From an optimization exercise on the open Yosys and OpenROAD flow, aimed at small area; shortcuts taken in it are not production practice. Function was checked by simulation only, so behaviour that the tests miss may differ from the original. Power is estimated from default activity; no workload was simulated.

`design/flow/constraint.sdc`:
```
create_clock -name core_clock -period 6.5 [get_ports {clk}]
set_input_delay 1.3000 -clock core_clock [delete_from_list [all_inputs] [get_ports {clk}]]
set_output_delay 1.3000 -clock core_clock [all_outputs]
set_load 0.01 [all_outputs]
```
`design/flow/config.mk`:
```
export PLATFORM = sky130hd
export DESIGN_NAME = beta_regfile_hazard
export DESIGN_NICKNAME = beta_regfile_hazard
export VERILOG_FILES = /design/flow/design.v
export SDC_FILE = /design/flow/constraint.sdc
export NUM_CORES = 4
export LEC_CHECK = 0
export CAP_MARGIN = 20
export CORE_MARGIN = 2
export CORE_UTILIZATION = 40
export SLEW_MARGIN = 20
```
`design/flow/design.v`:
```
`default_nettype none
module beta_regfile_hazard #(
  parameter int WIDTH      = 32,
  parameter int NREGS      = 32,
  parameter int NRD        = 2,
  parameter int NSTAGES    = 3,
  parameter int LOAD_STAGE = 2,
  parameter int ZERO_REG   = NREGS - 1,
  parameter int AW         = $clog2(NREGS)
) (
  input  wire logic                     clk,
  input  wire logic                     rst,
  input  wire logic                     dec_valid,
  input  wire logic [NRD*AW-1:0]        dec_ra,
  input  wire logic [NRD-1:0]           dec_ruse,
  input  wire logic [AW-1:0]            dec_rc,
  input  wire logic                     dec_wen,
  input  wire logic                     dec_is_load,
  input  wire logic                     flush,
  input  wire logic [NSTAGES*WIDTH-1:0] byp_data,
  output      logic [NRD*WIDTH-1:0]     rd,
  output      logic                     stall
);
  localparam logic [AW-1:0] ZERO_ADDR = AW'(ZERO_REG);
  logic [NSTAGES-1:0] stg_v_q,  stg_v_d;
  logic [NSTAGES-1:0] stg_ld_q, stg_ld_d;
  logic [NSTAGES-1:0][AW-1:0] stg_rc_q;
  logic [NSTAGES-1:0][AW-1:0] stg_rc_d;
  logic [NREGS-1:0][WIDTH-1:0] mem_q;
  logic [NREGS-1:0][WIDTH-1:0] mem_d;
  logic [AW-1:0]      port_ra [NRD];
  logic [NRD-1:0]     hazard;
  logic [NRD*WIDTH-1:0] rd_all;
  logic               stall_w;
  logic               accept_w;
  for (genvar i = 0; i < NRD; i++) begin : g_ra
    assign port_ra[i] = dec_ra[i*AW +: AW];
  end
  always_comb begin
    hazard = '0;
    rd_all = '0;
    for (int i = 0; i < NRD; i++) begin
      rd_all[i*WIDTH +: WIDTH] = mem_q[port_ra[i]];
      for (int k = NSTAGES - 1; k >= 0; k--) begin
        if (stg_v_q[k] && (stg_rc_q[k] == port_ra[i])) begin
          rd_all[i*WIDTH +: WIDTH] = byp_data[k*WIDTH +: WIDTH];
          hazard[i]                = stg_ld_q[k] && (k < LOAD_STAGE);
        end
      end
      if (port_ra[i] == ZERO_ADDR) begin
        rd_all[i*WIDTH +: WIDTH] = '0;
        hazard[i]                = 1'b0;
      end
    end
  end
  assign stall_w  = dec_valid && !flush && |(dec_ruse & hazard);
  assign accept_w = dec_valid && dec_wen && !stall_w && !flush &&
                    (dec_rc != ZERO_ADDR);
  assign rd    = rd_all;
  assign stall = stall_w;
  always_comb begin
    stg_v_d     = '0;
    stg_ld_d    = '0;
    stg_rc_d    = stg_rc_q;
    stg_v_d[0]  = accept_w;
    stg_ld_d[0] = dec_is_load;
    stg_rc_d[0] = dec_rc;
    for (int k = 1; k < NSTAGES; k++) begin
      stg_v_d[k]  = stg_v_q[k-1] && !(flush && (k == 1));
      stg_ld_d[k] = stg_ld_q[k-1];
      stg_rc_d[k] = stg_rc_q[k-1];
    end
  end
  always_comb begin
    mem_d = mem_q;
    if (stg_v_q[NSTAGES-1] && (stg_rc_q[NSTAGES-1] != ZERO_ADDR)) begin
      mem_d[stg_rc_q[NSTAGES-1]] = byp_data[(NSTAGES-1)*WIDTH +: WIDTH];
    end
  end
  always_ff @(posedge clk or posedge rst) begin
    if (rst) begin
      stg_v_q  <= '0;
      stg_ld_q <= '0;
      stg_rc_q <= '0;
      mem_q    <= '0;
    end else begin
      stg_v_q  <= stg_v_d;
      stg_ld_q <= stg_ld_d;
      stg_rc_q <= stg_rc_d;
      mem_q    <= mem_d;
    end
  end
endmodule
`default_nettype wire
```
`design/flow/run.sh`:
```
#!/bin/bash
# synth_recipe.tcl (not shown) runs the flow's synth.tcl, then flattens the netlist and writes it again
# the make line also repeats each setting of config.mk as NAME=value (left out here)
make -C /OpenROAD-flow-scripts/flow DESIGN_CONFIG=/design/flow/config.mk WORK_HOME=/design/flow/orfs CLKGATE_MAP_FILE= SYNTH_SCRIPT=/design/flow/synth_recipe.tcl finish
```
==> results.sh <==
export IMPL_synthXorXnorAreaFrac=0.004734
export IMPL_avgSynthCellArea_um2=14.26
export IMPL_yosys_area_share_adder=0.0006545
export IMPL_grt_max_degree=160
export IMPL_powerDensity_nw_per_um2=246.8
export IMPL_critPathMaxStageDelay_ns=0.53
export IMPL_synth_compound_area_frac=0.06015
export IMPL_synthDistinctLibCells=56
export IMPL_routedWlPerCell_um=35.38
export IMPL_antenna_found_initial=7
export IMPL_status="complete, no violations"
export IMPL_grt_pass1_wl_um=308400
export IMPL_grt_total_usage=0.2926
export IMPL_yosysSeqAreaShare=0.4555
export IMPL_crit_chain="dlymetal6s2s_1 -> buf_4 -> xor2_1 -> nor4_1 -> and3_4 -> buf_4 -> a311oi_1 -> o32ai_2 -> buf_4 -> clkdlybuf4s50_1"
export IMPL_post_route_drc_count=0
export IMPL_drv_cap=0
export IMPL_die_area_um2=146400
export IMPL_via_per_inst=6.694
export IMPL_p_int_mw=11.94
export IMPL_start_util=0.4041
export IMPL_hpwlAfterDp_um=130300
export IMPL_skew_ns=0.03235
export IMPL_hold_violations=0
export IMPL_synth_ff_type="dfrtp_1"
export IMPL_drt_wl_total_um=214800
export IMPL_numCtsBuffers=113
export IMPL_ys_async_sr_fraction=1.000
export IMPL_critPathRequiredTime_ns=5.20
export IMPL_slew_headroom=0.1884
export IMPL_grt_ovfl_total=0
export IMPL_antenna_left=0
export IMPL_final_cell_area_um2=65810
export IMPL_slew_violations=0
export IMPL_place_gp_congestion=0.8596
export IMPL_worst_setup_path_end_kind="primary output"
export IMPL_synth_warnings=2
export IMPL_power_frac_comb=0.135
export IMPL_synth_cells=4022
export IMPL_irDropWorstVdd_v=0.0002032
export IMPL_cts_setup_buffers=0
export IMPL_power_frac_seq=0.442
export IMPL_rsz0062_at_grt="false"
export IMPL_syn_to_final_growth_pct=14.76
export IMPL_clock_root_buffer="clkbuf_16"
export IMPL_fp_row_count=138
export IMPL_p_clk_frac=0.423
export IMPL_crit_top_cell="buf_4"
export IMPL_clock_tree_buffer_depth=3
export IMPL_worstPathMaxFanout=19
export IMPL_dpl_cell_area_um2=61830
export IMPL_clock_latency_ns=0.74
export IMPL_switching_share=0.2651
export IMPL_crit_slowest_cell="clkdlybuf4s50_1"
export IMPL_whs_ns=0.4395
export IMPL_dr_total_vias=40649
export IMPL_worstSetupPathType="primary input to primary output"
export IMPL_netSwitchingPower_mw=4.307
export IMPL_syn_area_um2=57350
export IMPL_cellLeakagePower_nw=28.58
export IMPL_synth_top_family_by_area="multiplexers"
export IMPL_ff2ff_path_depth=9
export IMPL_portBuffers=183
export IMPL_synth_net_count=4144
export IMPL_cts_sinks=1044
export IMPL_synth_area_mux_share=0.4110
export IMPL_nFillCells=12457
export IMPL_first_global_vias=40497
export IMPL_critPathLaunchType="primary input"
export IMPL_worstPathArrival_ns=4.77
export IMPL_hold_depth=0
export IMPL_drt_initial_drc_count=4892
export IMPL_fin_setup_tns_ns=0
export IMPL_ys_seq_elements=1044
export IMPL_synth_edf_count=0
export IMPL_core_um2=141900
export IMPL_htreeDepth=3
export IMPL_die_h_um=382.6
export IMPL_synth_simple_area_share=0.03059
export IMPL_setup_violations=0
export IMPL_fmax_ghz=0.1649
export IMPL_layout_drive_gt1_share=0.4542
export IMPL_worst_pin_slew_ns=1.214
export IMPL_fin_crit_ns=6.066
export IMPL_fp_dieW_um=382.6
export IMPL_hp_class="register to register"
export IMPL_cts_tree="done"
export IMPL_clk_pin_slew_ns=0.06
export IMPL_nNetsFinal=4198
export IMPL_io_pins=184
export IMPL_min_period_over_period=0.9332
export IMPL_dr_pass1_iters=7
-- final cells by class --
| cell class | count | area, um^2 | share of cell area |
|---|---|---|---|
| Multi-Input combinational cell | 2488 | 29400 | 0.4467 |
| Clock inverter | 44 | 604.3 | 0.009183 |
| Timing Repair Buffer | 392 | 3850 | 0.05850 |
| Clock buffer | 167 | 3301 | 0.05015 |
| Inverter | 37 | 142.6 | 0.002167 |
| Tap cell | 1890 | 2365 | 0.03593 |
| Sequential cell | 1044 | 26130 | 0.3970 |
| Antenna cell | 10 | 25.02 | 0.0003802 |
-- cell usage in the layout, fill, tap and decap left out, types with 44 or more instances in the layout --
master / synthesis / layout
a211oi_1: 45 / 44
a311oi_1: 64 / 64
buf_4: 30 / 176
clkbuf_16: 0 / 113
clkdlybuf4s50_1: 0 / 171
dfrtp_1: 1044 / 1044
mux2_1: 50 / 50
mux2_2: 968 / 968
mux2i_1: 190 / 190
mux4_2: 449 / 449
nor2_1: 62 / 45
nor3_1: 64 / 64
o21ai_0: 66 / 66
o22ai_1: 115 / 114
o32ai_1: 46 / 45
-- flip-flops by register name, summed over array words and instances, names as in the netlist --
register  count
stg_rc_q     15
stg_ld_q      2
mem_q      1024
stg_v_q       3
-- through the flow --
step	power, mW	instances	utilization	setup WS, ns
final	16.24	6072	0.4637	0.4341
after global routing	16.78	6063	0.4635	0.3437
after CTS	16.30	6061	0.4632	0.009170
after detailed placement	9.458	5850	0.4356	-0.07770
after global placement	9.427	5848	0.4353	-0.1008
after floorplan	8.615	4022	-	-9.194
-- synth_stat cells (5+ instances only) --
library cell / n / share of area
mux4_2: 449 / 0.18
buf_2: 129 / 0.011
mux2i_1: 190 / 0.033
nor4b_1: 16 / 0.0024
a311oi_1: 64 / 0.0098
nor4_1: 5 / 0.00055
a22o_1: 31 / 0.0047
nor2b_1: 19 / 0.0021
nand3b_1: 6 / 0.00079
buf_4: 30 / 0.0039
a21oi_1: 13 / 0.0011
o221ai_1: 31 / 0.0047
a211oi_1: 45 / 0.0059
dfrtp_1: 1044 / 0.46
xnor2_1: 14 / 0.0021
o32ai_1: 46 / 0.0070
nor2_1: 62 / 0.0041
or2_2: 8 / 0.00087
a2111oi_0: 17 / 0.0026
nand3_1: 16 / 0.0014
or3_1: 22 / 0.0024
xor2_1: 17 / 0.0026
and2_1: 7 / 0.00076
o211ai_1: 17 / 0.0022
mux2_4: 6 / 0.0016
nand4_1: 21 / 0.0023
mux2_1: 50 / 0.0098
inv_1: 37 / 0.0024
nand2b_1: 6 / 0.00065
o22a_1: 17 / 0.0026
o21ai_0: 66 / 0.0058
o22ai_1: 115 / 0.013
mux2_2: 968 / 0.19
clkbuf_1: 258 / 0.017
nand2_1: 46 / 0.0030
buf_1: 32 / 0.0021
nor3_1: 64 / 0.0056
-- critical path, delay by kind of cell --
| family | cells | cell delay [ns] |
|---|---|---|
| xor gates and xnor gates | 1 | 0.08 |
| and+or+nand+nor | 2 | 0.82 |
| buffers and inverters | 5 | 1.88 |
| AOI/OAI and AO/OA | 2 | 0.65 |
-- repair_timing --
action	CTS	global route
endpoints found under the hold margin	0	0
endpoints found under the setup margin	1	3
hold buffers	0	0
pin swaps	0	0
resized for setup	1	4
-- kinds of logic (layout without fill, tap and decap cells) --
family | Yosys count | after routing
XOR/XNOR | 31 | 31
flip-flops | 1044 | 1044
AO/OA/AOI/OAI | 470 | 470
buffers and inverters | 490 | 640
adder cells (fa/ha/maj) | 3 | 3
multiplexers | 1663 | 1663
other | 0 | 10
AND/OR/NAND/NOR | 321 | 321
-- per-layer routing --
metal  vias to the layer above  wire length [um]  track usage
met3                       570             22680      0.07783
met1                     21863             87840       0.4092
li1                      15861                 -            -
met4                         6             10730       0.1392
met5                         -                29            0
met2                      2349             93560       0.4222
-- power by group through the flow --
stage	Clock (mW)	Sequential, mW	Combinational, mW
detailed placement	0	7.29	2.17
CTS	6.94	7.17	2.18
global route	7.23	7.23	2.31
finish	6.86	7.18	2.20
global placement	0	7.27	2.15
floorplan	0	7.20	1.41
-- worst paths after layout --
| path | slack, ns | end | startpoint |
|---|---|---|---|
| worst min-delay path | 0.44 | stg_rc_q[13] | stg_rc_q[8] |
| worst max register to register | 2.06 | mem_q[661] | stg_rc_q[10] |
| max in group asynchronous | 3.94 | mem_q[368] | rst |
| min in group asynchronous | 1.12 | mem_q[99] | rst |
| worst max-delay path | 0.43 | rd[2] | dec_ra[2] |
| worst min register to register | 0.44 | stg_rc_q[13] | stg_rc_q[8] |

-- separate check: timing with driven ports --
The flow's constraints put no driver on any port. The routed layout listed below was extracted and timed again, unchanged, in two steps.
Step 1 assumes that a clkbuf_16 drives the clock port and a buf_2 every other input.
Step 2 adds t to the input delays and takes it off the output delays; t is the mean of the earliest and latest rising clock arrival at the registers after step 1. Input paths then give back, and output paths get back, about the clock's delay inside the block.
Three values: no drivers, after step 1, after step 2; two values: the first two.
shift t [ns]: 0.815
setup slack, ns: 0.434 / 0.398 / 0.398
worst data-port slew with drivers (ns): 0.27
cell pins on the clock port's net: 1
After both steps this run still meets setup and hold. The setup slack of this run moves by -0.036 ns with the drivers and by -0.036 ns with both steps.
